Background: an optimization exercise with open tools, aiming at small area and a short achievable clock period. Do not read the settings as production practice.
Function was checked by simulation only, so behaviour that the tests miss may differ from the original.
The flow treats the clock pin as an ideal source, which a real chip does not have.

==> 09-02: inputs <==
Design exu_top, start of the top module:
module exu_top (
    input  logic        clk,
    input  logic        arst_n,
    input  logic        in_valid,
    input  logic [3:0]  in_aluop,
    input  logic [2:0]  in_bcuop,
    input  logic [63:0] in_op1,
    input  logic [63:0] in_op2,
    input  logic [63:0] in_pc,
    input  logic [63:0] in_offset,
    input  logic [1:0]  in_opsel,
    input  logic        in_word,
    input  logic        in_shift_word,
    output logic        out_valid,
    output logic [63:0] out_result,
    output logic [63:0] out_dnpc,
    output logic        out_jump,
    output logic [63:0] out_mdata
);
export LEC_CHECK = 0
export ABC_AREA = 1
export CAP_MARGIN = 30
export CORE_MARGIN = 2
export CORE_UTILIZATION = 50
export SETUP_SLACK_MARGIN = 5
export SLEW_MARGIN = 30
export TNS_END_PERCENT = 20
create_clock -name core_clock -period 11.0 [get_ports {clk}]
standard.sh (not shown) runs the stock make flow with config.mk's settings and CLKGATE_MAP_FILE= SYNTH_SCRIPT=/design/flow/synth_recipe.tcl, a recipe that flattens the netlist after the stock synthesis.
==> flow/flow/run.sh <==
#!/bin/bash
# The standard layout (standard.sh) with these changes to how the layout
# is made; the design, clock period and constraints are unchanged:
#  - the port buffers are the smallest plain buffer (buf_1) instead of the
#    default delay buffer;
#  - synthesis leaves adders to abc as plain gates (ADDER_MAP_FILE empty: no
#    full/half-adder cells, which are slow); registers are untouched;
#  - timing repair up to clock tree synthesis aims for 6 ns of setup slack;
#    after global routing only the electrical repair (slew, capacitance)
#    runs, with no further timing repair (margin 0).
# make's output goes to standard_*.log; ORFS keeps each step's log under
# orfs/logs/.
set -euo pipefail
export BUFFER_PORTS_ARGS="-buffer_cell sky130_fd_sc_hd__buf_1"
bash standard.sh ADDER_MAP_FILE= SETUP_SLACK_MARGIN=6 4_1_cts > standard_cts.log 2>&1
bash standard.sh ADDER_MAP_FILE= SETUP_SLACK_MARGIN=0 finish > standard_finish.log 2>&1
==> 11-01: changes against 09-02 <==
--- a/flow/design.v
+++ b/flow/design.v
@@ -168,13 +168,13 @@
     logic        is_add, is_sub, is_sll, is_slt, is_sltu, is_xor, is_srl, is_sra;
     logic        is_or, is_and, is_auipc, is_lui, is_jalr, is_jal;
     logic        is_u, is_link, alu_op, sel_off, sel_op2;
     logic        s_sum_lo, s_sum_hi, s_shr_lo, s_shr_hi, s_shl_lo, s_shl_hi;
     logic        s_xor_lo, s_xor_hi, s_or_lo, s_or_hi, s_and_lo, s_and_hi;
     logic        s_slt, s_sltu, s_inc, s_word, s_hold;
-    logic        s_taken, s_fall;
+    logic        s_jalr, s_taken, s_fall;
     logic [63:0] a;
     logic [63:0] b;
     logic [63:0] add_a;
     logic [63:0] add_b;
     logic [63:0] sum;
     logic [63:0] hx;
@@ -199,13 +199,13 @@
     assign is_jalr  = (aluop == exu_pkg::ALU_JALR);
     assign is_jal   = (bcuop == exu_pkg::BCU_JAL);
     assign is_u    = is_auipc | is_lui;
     assign is_link = (is_jalr | is_jal) & ~is_u;
     assign alu_op  = ~is_u & ~is_jalr & ~is_jal;
     assign a = op1;
-    assign sel_off = (opsel == 2'b01);
+    assign sel_off = (opsel == 2'b01) | is_jalr;
     assign b = sel_off ? offset : op2;
     assign sel_op2 = ~sel_off & ~is_u;
     always_comb begin
         add_a = ({64{is_auipc}} & pc) | ({64{~is_u}} & op1);
         add_b = ({64{sel_off & ~is_u}} & offset) | ({64{sel_op2}} & op2)
               | ({64{is_u}} & {op2[51:0], 12'd0});
@@ -231,13 +231,13 @@
         .left  (is_sll),
         .arith (is_sra),
         .word  (shift_word),
         .y     (sh)
     );
     exu_add #(.W(64), .L(6), .BK(1'b1)) u_taken (
-        .a   (is_jalr ? op1 : pc),
+        .a   (pc),
         .b   (offset),
         .cin (1'b0),
         .y   (taken),
         .hx  (),
         .ga  ()
     );
@@ -296,16 +296,17 @@
             exu_pkg::BCU_BGEU: cond = ~ltu;
             exu_pkg::BCU_JAL:  cond = 1'b1;
             default:           cond = 1'b0;
         endcase
     end
     assign jump = valid ? (cond | is_jalr) : jump_q;
-    assign s_taken = valid & (is_jalr | cond);
+    assign s_jalr  = valid & is_jalr;
+    assign s_taken = valid & ~is_jalr & cond;
     assign s_fall  = valid & ~is_jalr & ~cond;
     always_comb begin
-        dnpc = ({64{s_taken}} & {taken[63:1], taken[0] & ~is_jalr})
+        dnpc = ({64{s_jalr}} & {sum[63:1], 1'b0}) | ({64{s_taken}} & taken)
              | ({64{s_fall}} & inc) | ({64{s_hold}} & dnpc_q);
     end
 endmodule
 `timescale 1ns/1ps
 module exu_stage (
     input  logic        clk,
==> flow/flow/run.sh (replaced) <==
#!/bin/bash
# The standard layout (standard.sh) with three changes to how the layout
# is made; the design, clock period and constraints are unchanged:
#  - the port buffers are the smallest plain buffer (buf_1) instead of the
#    default delay buffer;
#  - synthesis leaves adders to abc as plain gates (ADDER_MAP_FILE empty: no
#    full/half-adder cells, which are slow); registers are untouched;
#  - timing repair aims for 6 ns of setup slack instead of config.mk's 5.
# All of make's output goes to standard.log; ORFS keeps each step's log under
# orfs/logs/.
set -euo pipefail
export BUFFER_PORTS_ARGS="-buffer_cell sky130_fd_sc_hd__buf_1"
bash standard.sh ADDER_MAP_FILE= SETUP_SLACK_MARGIN=6 finish > standard.log 2>&1
==> flow/config.mk (replaced) <==
export PLATFORM = sky130hd
export DESIGN_NAME = exu_top
export DESIGN_NICKNAME = exu_top
export VERILOG_FILES = /design/flow/design.v
export SDC_FILE = /design/flow/constraint.sdc
export NUM_CORES = 4
export LEC_CHECK = 0
export ABC_AREA = 1
export CAP_MARGIN = 20
export CORE_MARGIN = 2
export CORE_UTILIZATION = 45
export SETUP_SLACK_MARGIN = 5
export SLEW_MARGIN = 20
export TNS_END_PERCENT = 20
==> results.txt <==
11-01 finished but failed the layout checks on max-capacitance violations, max-slew violations. 09-02 went through all stages and came out clean.
In 11-01 the first-iteration DRC count is smaller than in 09-02, by 3.7%.
Of 09-02 and 11-01, 09-02 has the higher count of clock-buffer cells in the layout (gap 1).
Of 09-02 and 11-01, 09-02 has the higher sequential share of layout area (gap 1.7 points).
Between 09-02 and 11-01, the lower critical path depth is in 09-02 (gap 2).

## re-timing with driven ports
In the flow no input, the clock included, has a driving cell. The finished layouts below were timed again as built, in two steps.
Step 1 assumes that a clkbuf_16 drives the clock port and a buf_2 every other input.
Step 2 adds t to the input delays and takes it off the output delays; t is the mean of the earliest and latest rising clock arrival at the registers after step 1. Input paths then give back, and output paths get back, about the clock's delay inside the block.
a / b / c = no drivers / after step 1 / after step 2; a / b = the first two.
run | shift t [ns] | setup WS [ns] | worst hold slack (ns) | worst setup path at the end | cell pins on the clock port's net
09-02 | 0.601 | 5.604 / 5.567 / 4.967 | 0.477 / 0.477 / 0.477 | input to register | 1
11-01 | 0.587 | 5.848 / 5.849 / 5.262 | 0.471 / 0.471 / 0.471 | input to register | 1
For 09-02, which loses most, drivers alone change the setup slack by -0.037 ns; drivers and shift together by -0.637 ns.
